What follows belongs to an exercise in optimizing a design on an open flow for a short achievable clock period and few clock cycles; a production flow would make more cautious choices. The RTL was checked by simulation tests, not by an equivalence proof against the original design. Power is estimated from default activity; no workload was simulated.

[flow/run.sh]
#!/bin/bash
# synth_recipe.tcl (not shown) runs the flow's synth.tcl, then flattens the netlist and writes it again
# the make line also repeats each setting of config.mk as NAME=value (left out here)
make -C /OpenROAD-flow-scripts/flow DESIGN_CONFIG=/design/flow/config.mk WORK_HOME=/design/flow/orfs CLKGATE_MAP_FILE= SYNTH_SCRIPT=/design/flow/synth_recipe.tcl finish
[flow/config.mk]
export PLATFORM = sky130hd
export DESIGN_NAME = sha1_hash_engine_unit
export DESIGN_NICKNAME = sha1_hash_engine_unit
export VERILOG_FILES = /design/flow/design.v
export SDC_FILE = /design/flow/constraint.sdc
export NUM_CORES = 4
export LEC_CHECK = 0
export CAP_MARGIN = 20
export CORE_MARGIN = 2
export CORE_UTILIZATION = 40
export SLEW_MARGIN = 20
[flow/constraint.sdc]
create_clock -name core_clock -period 6.0 [get_ports {clk}]
set_input_delay 1.2000 -clock core_clock [delete_from_list [all_inputs] [get_ports {clk}]]
set_output_delay 1.2000 -clock core_clock [all_outputs]
set_load 0.01 [all_outputs]
[flow/design.v]
`default_nettype none
package sha1_pkg;
    localparam int RoundW     = 7;
    localparam int LastRound  = 79;
    localparam int LenBytePos = 56;
    localparam logic [7:0] PadByte = 8'h80;
    typedef logic [31:0] word_t;
    typedef word_t [4:0] chain_t;
    typedef enum logic [2:0] {
        ST_IDLE,
        ST_PAD,
        ST_ROUND,
        ST_FOLD,
        ST_EMIT
    } state_t;
    typedef struct packed {
        logic              push;
        logic [7:0]        byte_val;
        logic [1:0]        byte_pos;
        logic              step;
        logic              load;
        logic              fold;
        logic              reinit;
        logic [RoundW-1:0] round;
    } ctrl_t;
endpackage
`default_nettype wire
`default_nettype none
module sha1_sched (
    input  wire logic           clk,
    input  wire sha1_pkg::ctrl_t ctrl,
    output sha1_pkg::word_t      w0
);
    logic [23:0] acc_reg;
    sha1_pkg::word_t       win_reg [0:15];
    sha1_pkg::word_t       mix;
    sha1_pkg::word_t       new_word;
    always_comb
    begin
        mix = win_reg[13] ^ win_reg[8] ^ win_reg[2] ^ win_reg[0];
        if (ctrl.step)
        begin
            new_word = {mix[30:0], mix[31]};
        end
        else
        begin
            new_word = {acc_reg, ctrl.byte_val};
        end
    end
    always_ff @(posedge clk)
    begin
        if (ctrl.push)
        begin
            acc_reg <= {acc_reg[15:0], ctrl.byte_val};
        end
        if (ctrl.step || (ctrl.push && ctrl.byte_pos == 2'd3))
        begin
            for (int i = 0; i < 15; i++)
            begin
                win_reg[i] <= win_reg[i+1];
            end
            win_reg[15] <= new_word;
        end
    end
    assign w0 = win_reg[0];
endmodule
`default_nettype wire
`default_nettype none
module sha1_core (
    input  wire logic            clk,
    input  wire logic            rst_n,
    input  wire sha1_pkg::ctrl_t ctrl,
    input  wire sha1_pkg::word_t w,
    output logic [159:0]         chain
);
    localparam sha1_pkg::word_t Iv0 = 32'h67452301;
    localparam sha1_pkg::word_t Iv1 = 32'hefcdab89;
    localparam sha1_pkg::word_t Iv2 = 32'h98badcfe;
    localparam sha1_pkg::word_t Iv3 = 32'h10325476;
    localparam sha1_pkg::word_t Iv4 = 32'hc3d2e1f0;
    localparam sha1_pkg::word_t K0 = 32'h5a827999;
    localparam sha1_pkg::word_t K1 = 32'h6ed9eba1;
    localparam sha1_pkg::word_t K2 = 32'h8f1bbcdc;
    localparam sha1_pkg::word_t K3 = 32'hca62c1d6;
    sha1_pkg::word_t  h0_reg, h1_reg, h2_reg, h3_reg, h4_reg;
    sha1_pkg::word_t  a_reg, b_reg, c_reg, d_reg, e_reg;
    sha1_pkg::word_t  f, k, t;
    always_comb
    begin
        if (ctrl.round < sha1_pkg::RoundW'(20))
        begin
            f = (b_reg & c_reg) | (~b_reg & d_reg);
            k = K0;
        end
        else if (ctrl.round < sha1_pkg::RoundW'(40))
        begin
            f = b_reg ^ c_reg ^ d_reg;
            k = K1;
        end
        else if (ctrl.round < sha1_pkg::RoundW'(60))
        begin
            f = (b_reg & c_reg) | (b_reg & d_reg) | (c_reg & d_reg);
            k = K2;
        end
        else
        begin
            f = b_reg ^ c_reg ^ d_reg;
            k = K3;
        end
        t = {a_reg[26:0], a_reg[31:27]} + f + e_reg + k + w;
    end
    always_ff @(posedge clk)
    begin
        if (ctrl.load)
        begin
            a_reg <= h0_reg;
            b_reg <= h1_reg;
            c_reg <= h2_reg;
            d_reg <= h3_reg;
            e_reg <= h4_reg;
        end
        else if (ctrl.step)
        begin
            e_reg <= d_reg;
            d_reg <= c_reg;
            c_reg <= {b_reg[1:0], b_reg[31:2]};
            b_reg <= a_reg;
            a_reg <= t;
        end
    end
    always_ff @(posedge clk or negedge rst_n)
    begin
        if (!rst_n)
        begin
            h0_reg <= Iv0;
            h1_reg <= Iv1;
            h2_reg <= Iv2;
            h3_reg <= Iv3;
            h4_reg <= Iv4;
        end
        else if (ctrl.reinit)
        begin
            h0_reg <= Iv0;
            h1_reg <= Iv1;
            h2_reg <= Iv2;
            h3_reg <= Iv3;
            h4_reg <= Iv4;
        end
        else if (ctrl.fold)
        begin
            h0_reg <= h0_reg + a_reg;
            h1_reg <= h1_reg + b_reg;
            h2_reg <= h2_reg + c_reg;
            h3_reg <= h3_reg + d_reg;
            h4_reg <= h4_reg + e_reg;
        end
    end
    assign chain = {h4_reg, h3_reg, h2_reg, h1_reg, h0_reg};
endmodule
`default_nettype wire
`default_nettype none
module sha1_hash_engine_unit (
    input  wire logic   clk,
    input  wire logic   rst_n,
    input  wire logic        msg_valid,
    output logic             msg_ready,
    input  wire logic        msg_kind,
    input  wire logic [7:0]  msg_data_byte,
    output logic             digest_valid,
    input  wire logic        digest_ready,
    output logic [31:0]      digest_word,
    output logic [2:0]       digest_word_index,
    output logic             digest_last_word
);
    sha1_pkg::state_t            state_reg, state_next;
    logic [5:0]        fill_reg, fill_next;
    logic [63:0]       len_reg, len_next;
    logic [sha1_pkg::RoundW-1:0] round_reg, round_next;
    logic [2:0]        idx_reg, idx_next;
    logic              pad_reg, pad_next;
    logic              len_ok_reg, len_ok_next;
    logic              last_reg, last_next;
    logic              wr;
    sha1_pkg::ctrl_t             ctrl;
    sha1_pkg::word_t             w0;
    logic [159:0]                chain;
    sha1_sched u_sched (
        .clk  (clk),
        .ctrl (ctrl),
        .w0   (w0)
    );
    sha1_core u_core (
        .clk   (clk),
        .rst_n (rst_n),
        .ctrl  (ctrl),
        .w     (w0),
        .chain (chain)
    );
    always_ff @(posedge clk or negedge rst_n)
    begin
        if (!rst_n)
        begin
            state_reg  <= sha1_pkg::ST_IDLE;
            fill_reg   <= '0;
            len_reg    <= '0;
            round_reg  <= '0;
            idx_reg    <= '0;
            pad_reg    <= 1'b0;
            len_ok_reg <= 1'b0;
            last_reg   <= 1'b0;
        end
        else
        begin
            state_reg  <= state_next;
            fill_reg   <= fill_next;
            len_reg    <= len_next;
            round_reg  <= round_next;
            idx_reg    <= idx_next;
            pad_reg    <= pad_next;
            len_ok_reg <= len_ok_next;
            last_reg   <= last_next;
        end
    end
    always_comb
    begin
        state_next    = state_reg;
        fill_next     = fill_reg;
        len_next      = len_reg;
        round_next    = round_reg;
        idx_next      = idx_reg;
        pad_next      = pad_reg;
        len_ok_next   = len_ok_reg;
        last_next     = last_reg;
        wr            = 1'b0;
        ctrl          = '0;
        ctrl.round    = round_reg;
        msg_ready     = 1'b0;
        digest_valid  = 1'b0;
        case (state_reg)
            sha1_pkg::ST_IDLE:
            begin
                msg_ready = 1'b1;
                if (msg_valid)
                begin
                    wr = 1'b1;
                    if (msg_kind == 1'b0)
                    begin
                        ctrl.byte_val = msg_data_byte;
                        len_next      = len_reg + 64'd8;
                    end
                    else
                    begin
                        ctrl.byte_val = sha1_pkg::PadByte;
                        pad_next      = 1'b1;
                        len_ok_next   = (fill_reg < 6'(sha1_pkg::LenBytePos));
                        state_next    = sha1_pkg::ST_PAD;
                    end
                end
            end
            sha1_pkg::ST_PAD:
            begin
                wr = 1'b1;
                if (len_ok_reg && fill_reg >= 6'(sha1_pkg::LenBytePos))
                begin
                    ctrl.byte_val = len_reg[{~fill_reg[2:0], 3'b000} +: 8];
                end
                else
                begin
                    ctrl.byte_val = 8'h00;
                end
            end
            sha1_pkg::ST_ROUND:
            begin
                ctrl.step  = 1'b1;
                round_next = round_reg + 1'b1;
                if (round_reg == sha1_pkg::RoundW'(sha1_pkg::LastRound))
                begin
                    state_next = sha1_pkg::ST_FOLD;
                end
            end
            sha1_pkg::ST_FOLD:
            begin
                ctrl.fold = 1'b1;
                if (!pad_reg)
                begin
                    state_next = sha1_pkg::ST_IDLE;
                end
                else if (last_reg)
                begin
                    idx_next   = '0;
                    state_next = sha1_pkg::ST_EMIT;
                end
                else
                begin
                    len_ok_next = 1'b1;
                    state_next  = sha1_pkg::ST_PAD;
                end
            end
            sha1_pkg::ST_EMIT:
            begin
                digest_valid = 1'b1;
                if (digest_ready)
                begin
                    idx_next = idx_reg + 1'b1;
                    if (idx_reg == 3'd4)
                    begin
                        ctrl.reinit = 1'b1;
                        len_next    = '0;
                        pad_next    = 1'b0;
                        len_ok_next = 1'b0;
                        last_next   = 1'b0;
                        state_next  = sha1_pkg::ST_IDLE;
                    end
                end
            end
            default:
            begin
                state_next = sha1_pkg::ST_IDLE;
            end
        endcase
        if (wr)
        begin
            ctrl.push     = 1'b1;
            ctrl.byte_pos = fill_reg[1:0];
            fill_next     = fill_reg + 1'b1;
            if (fill_reg == 6'd63)
            begin
                ctrl.load  = 1'b1;
                round_next = '0;
                last_next  = pad_next && len_ok_next;
                state_next = sha1_pkg::ST_ROUND;
            end
        end
    end
    assign digest_word = chain[{idx_reg, 5'd0} +: 32];
    assign digest_word_index  = idx_reg;
    assign digest_last_word   = (idx_reg == 3'd4);
endmodule
`default_nettype wire
==> summary.txt <==
-- routing by layer --
layer  up-vias  global-route usage (%)  share of wire, %
met4         2                   5.983               2.5
met1     16080                   30.11                46
met3       168                   2.653               5.5
met2       963                   33.04                46
li1      14800                       -                 -
met5         -                       0            0.0085
-- kinds of logic after synthesis --
group	count (synthesis)	synth area share, %
and+or+nand+nor	1149	10.58
adders and majority gates	325	10.27
muxes	90	3.037
DFF	939	56.09
xor gates and xnor gates	320	5.805
AOI/OAI and AO/OA	863	11.11
buffers and inverters	394	3.100
-- power groups by stage --
| stage | combinational [W] | clock (W) | sequential (W) |
|---|---|---|---|
| 2_1_floorplan | 0.0122 | 0 | 0.0115 |
| 3_3_place_gp | 0.0168 | 0 | 0.0120 |
| 3_5_place_dp | 0.0172 | 0 | 0.0121 |
| 4_1_cts | 0.0173 | 0.00679 | 0.0120 |
| 5_1_grt | 0.0193 | 0.00705 | 0.0122 |
| 6_report | 0.0173 | 0.00665 | 0.0120 |
-- layout by cell type, fill, tap and decap left out, types with 86 or more instances in the layout --
cell type  count
inv_1        251
a21oi_1      215
nand3_1       86
edfxtp_1     696
o21ai_0      305
xnor2_1      186
a21o_1        96
nand2_1      578
ha_1         206
dfrtp_1      158
fa_1         119
nor2_1       223
clkbuf_16    106
xor2_1       134
-- worst min-delay path by stage --
stage	from	end	slack (ps)
global route	u_sched.win_reg[1][15]$_DFFE_PP_	u_sched.win_reg[0][15]$_DFFE_PP_	400
detailed placement	u_sched.win_reg[1][0]$_DFFE_PP_	u_sched.win_reg[0][0]$_DFFE_PP_	400
global placement	u_sched.win_reg[1][23]$_DFFE_PP_	u_sched.win_reg[0][23]$_DFFE_PP_	400
CTS	u_sched.win_reg[1][15]$_DFFE_PP_	u_sched.win_reg[0][15]$_DFFE_PP_	400
finish	u_sched.win_reg[1][15]$_DFFE_PP_	u_sched.win_reg[0][15]$_DFFE_PP_	400
floorplan	u_sched.win_reg[1][0]$_DFFE_PP_	u_sched.win_reg[0][0]$_DFFE_PP_	400
-- critical path, stage by stage (launching register included) --
cell	delay, ps
dfrtp_2	430
nand4_1	120
nor2b_2	170
nand2_1	130
nand2_1	160
buf_6	300
o221ai_1	250
fa_1	530
inv_1	60
fa_1	520
inv_1	60
fa_1	510
inv_1	50
ha_1	360
a21o_1	180
nand2_1	100
a21oi_1	100
o211a_1	230
a311o_1	310
a221oi_2	260
o21ai_1	110
a21oi_1	180
xor2_1	160
o21ai_0	80
-- through the flow --
step,power [W],util [%],cells
finish,0.03594,45.68,5882
global route,0.03862,45.68,5881
CTS,0.03606,45.65,5881
detailed placement,0.02924,42.65,5687
global placement,0.02887,42.65,5687
floorplan,0.02367,-,4080
-- area by class of cell --
| class | count | share of cell area [%] |
|---|---|---|
| diodes | 1 | 0.004572 |
| clock buffers | 147 | 5.475 |
| clock inverters | 47 | 1.093 |
| inverters | 253 | 1.740 |
| multi-input cells | 2747 | 36.16 |
| flip-flops and latches | 939 | 49.49 |
| well taps | 1612 | 3.685 |
| repair buffers | 136 | 2.352 |
-- what timing repair did --
item	CTS	global route
hold buffers	0	0
setup endpoints to repair	1	4
pin swaps	0	2
gates resized for setup	1	11
==> summary.txt <==
nets=4517; gr usage total=20.86%; crit start category=register; post-route cell area=54730 um2; Seq/Total Area, Yosys=56.09%; Sink Count=939; H-tree lvl count=3; cell taking the most area after synthesis=edfxtp_1; start of the worst register-to-register path=round_reg[5]$_DFF_PN0_; Final WS setup=363.2 ps; hold violation count in the final report=0; ys flop type=edfxtp_1; yosys warns=4; Reg2Reg Depth=23; post-synth top area share=43.29%; R2R setup slack=360 ps; Slew Limit Headroom=28.67%; die width=351.4 um; final wirelength=129000 um; unrepaired setup endpoints after global routing=false; Skew-Pair Late Insertion Delay=700 ps; Crit Path Category=reg2reg; GRT Residual Overflow=0; Net Sw Frac=38.62%; HP Class=reg2reg; CP startpoint=round_reg[5]$_DFF_PN0_; Yosys cell types=91; DR DRC count=0; critical path peak fanout=17; Switch Pwr=0.01388 W; CTS tree=yes; Starting Density=40.29%; WL/cell=21.93 um; CORE AREA=119800 um2; storage element area=27090 um2; Area Overhead vs Synth=13.37%; final slew viol count=0; CP endpoint=u_core.a_reg[30]$_DFFE_PP_; die height=351.4 um; Logic pwr share=48.1%; IO Pins=51; initial antenna violation count=1; Die ar.=123500 um2; critical path arrival=6060 ps; status=timing/DRC/antenna clean; Max Clock Freq=0.1774 GHz; total negative slack=0 ps; IR drop worst, VDD=615.9 uV; synth top area cells=edfxtp_1 43%, dfrtp_1 8.4%, ha_1 5.3%, fa_1 4.9%, nand2_1 4.5%; WHS Path Cells=0; Largest register FFs=512; DR vias=32.00k; clock buffer depth=3; post-CTS repair timing setup buffer count=0; Antenna Violating Nets Remaining=0; R2R Path End=u_core.a_reg[30]$_DFFE_PP_; largest net degree at the start of global routing=139; Critical Path RT=6430 ps; CTS Buf Count=102; dpl cell area=51100 um2; syn_nets=4418; Static Leak=21.59 nW; fill count=11.00k; actual slew at the worst max-slew pin=1059 ps; layout cells sized above 1=10.28%; Pint=0.02206 W; clk root buf=clkbuf_16; Post-Route Hold Slack=399.4 ps; max-cap violations=0; row count=127; Sequential Power Share=33.4%; Final Cycle Share=93.95%; Post-synth top cells=696 x edfxtp_1, 580 x nand2_1, 306 x o21ai_0, 252 x inv_1, 226 x nor2_1; Max Clock Skew=36.66 ps; footprint of the multi-input gates=19790 um2; PwrDens=656.6 nW/um2; endpoints failing setup=0; Post-synth EDFFs=696; Clk pwr share=18.5%; syn avg cell area=11.83 um2; Initial DRC Count=2931; pre-CTS WS=-44.74 ps; Post-Synthesis Cells=4080; synthesis-stage register bit count=939; vias in the first global route=30.97k; Period minus WS final=5637 ps; global-route wire length before repair=195100 um; CP Capture Type=register; Synth Cell Area=48280 um2; Worst-path clk slew=60 ps; most frequent cell after synthesis=edfxtp_1; asr flop ratio synth=25.88%; DP HPWL=90480 um; GPL Wtd Cong=0.9109; port buffer count=50; DR pass1 iterations=5; Via density=5.441
Testbench counts, summed over its fixed seeds: cycles 73,895.

[afterwards: timing with drivers on the ports]
No port has a modelled driver above. Below, the same layout with a new extraction and two added sets of constraints. Step 1: set_driving_cell puts a clkbuf_16 on clk and a buf_2 on each other input, an assumption about the parent block. Step 2 times the ports against the registers' clock, not the clock port: input delays grow and output delays shrink by t, the midpoint of the rising clock arrivals with the driver on. a / b / c = ideal / step 1 / step 2; a / b = the first two.
t (ns): 0.752
slack for setup (ns): 0.363 / 0.363 / 0.363
clock arrival spread, ns: 0.039 / 0.039
After both steps setup and hold are still met in this run. For this run, drivers alone change the setup slack by 0.000 ns; drivers and shift together by 0.000 ns.
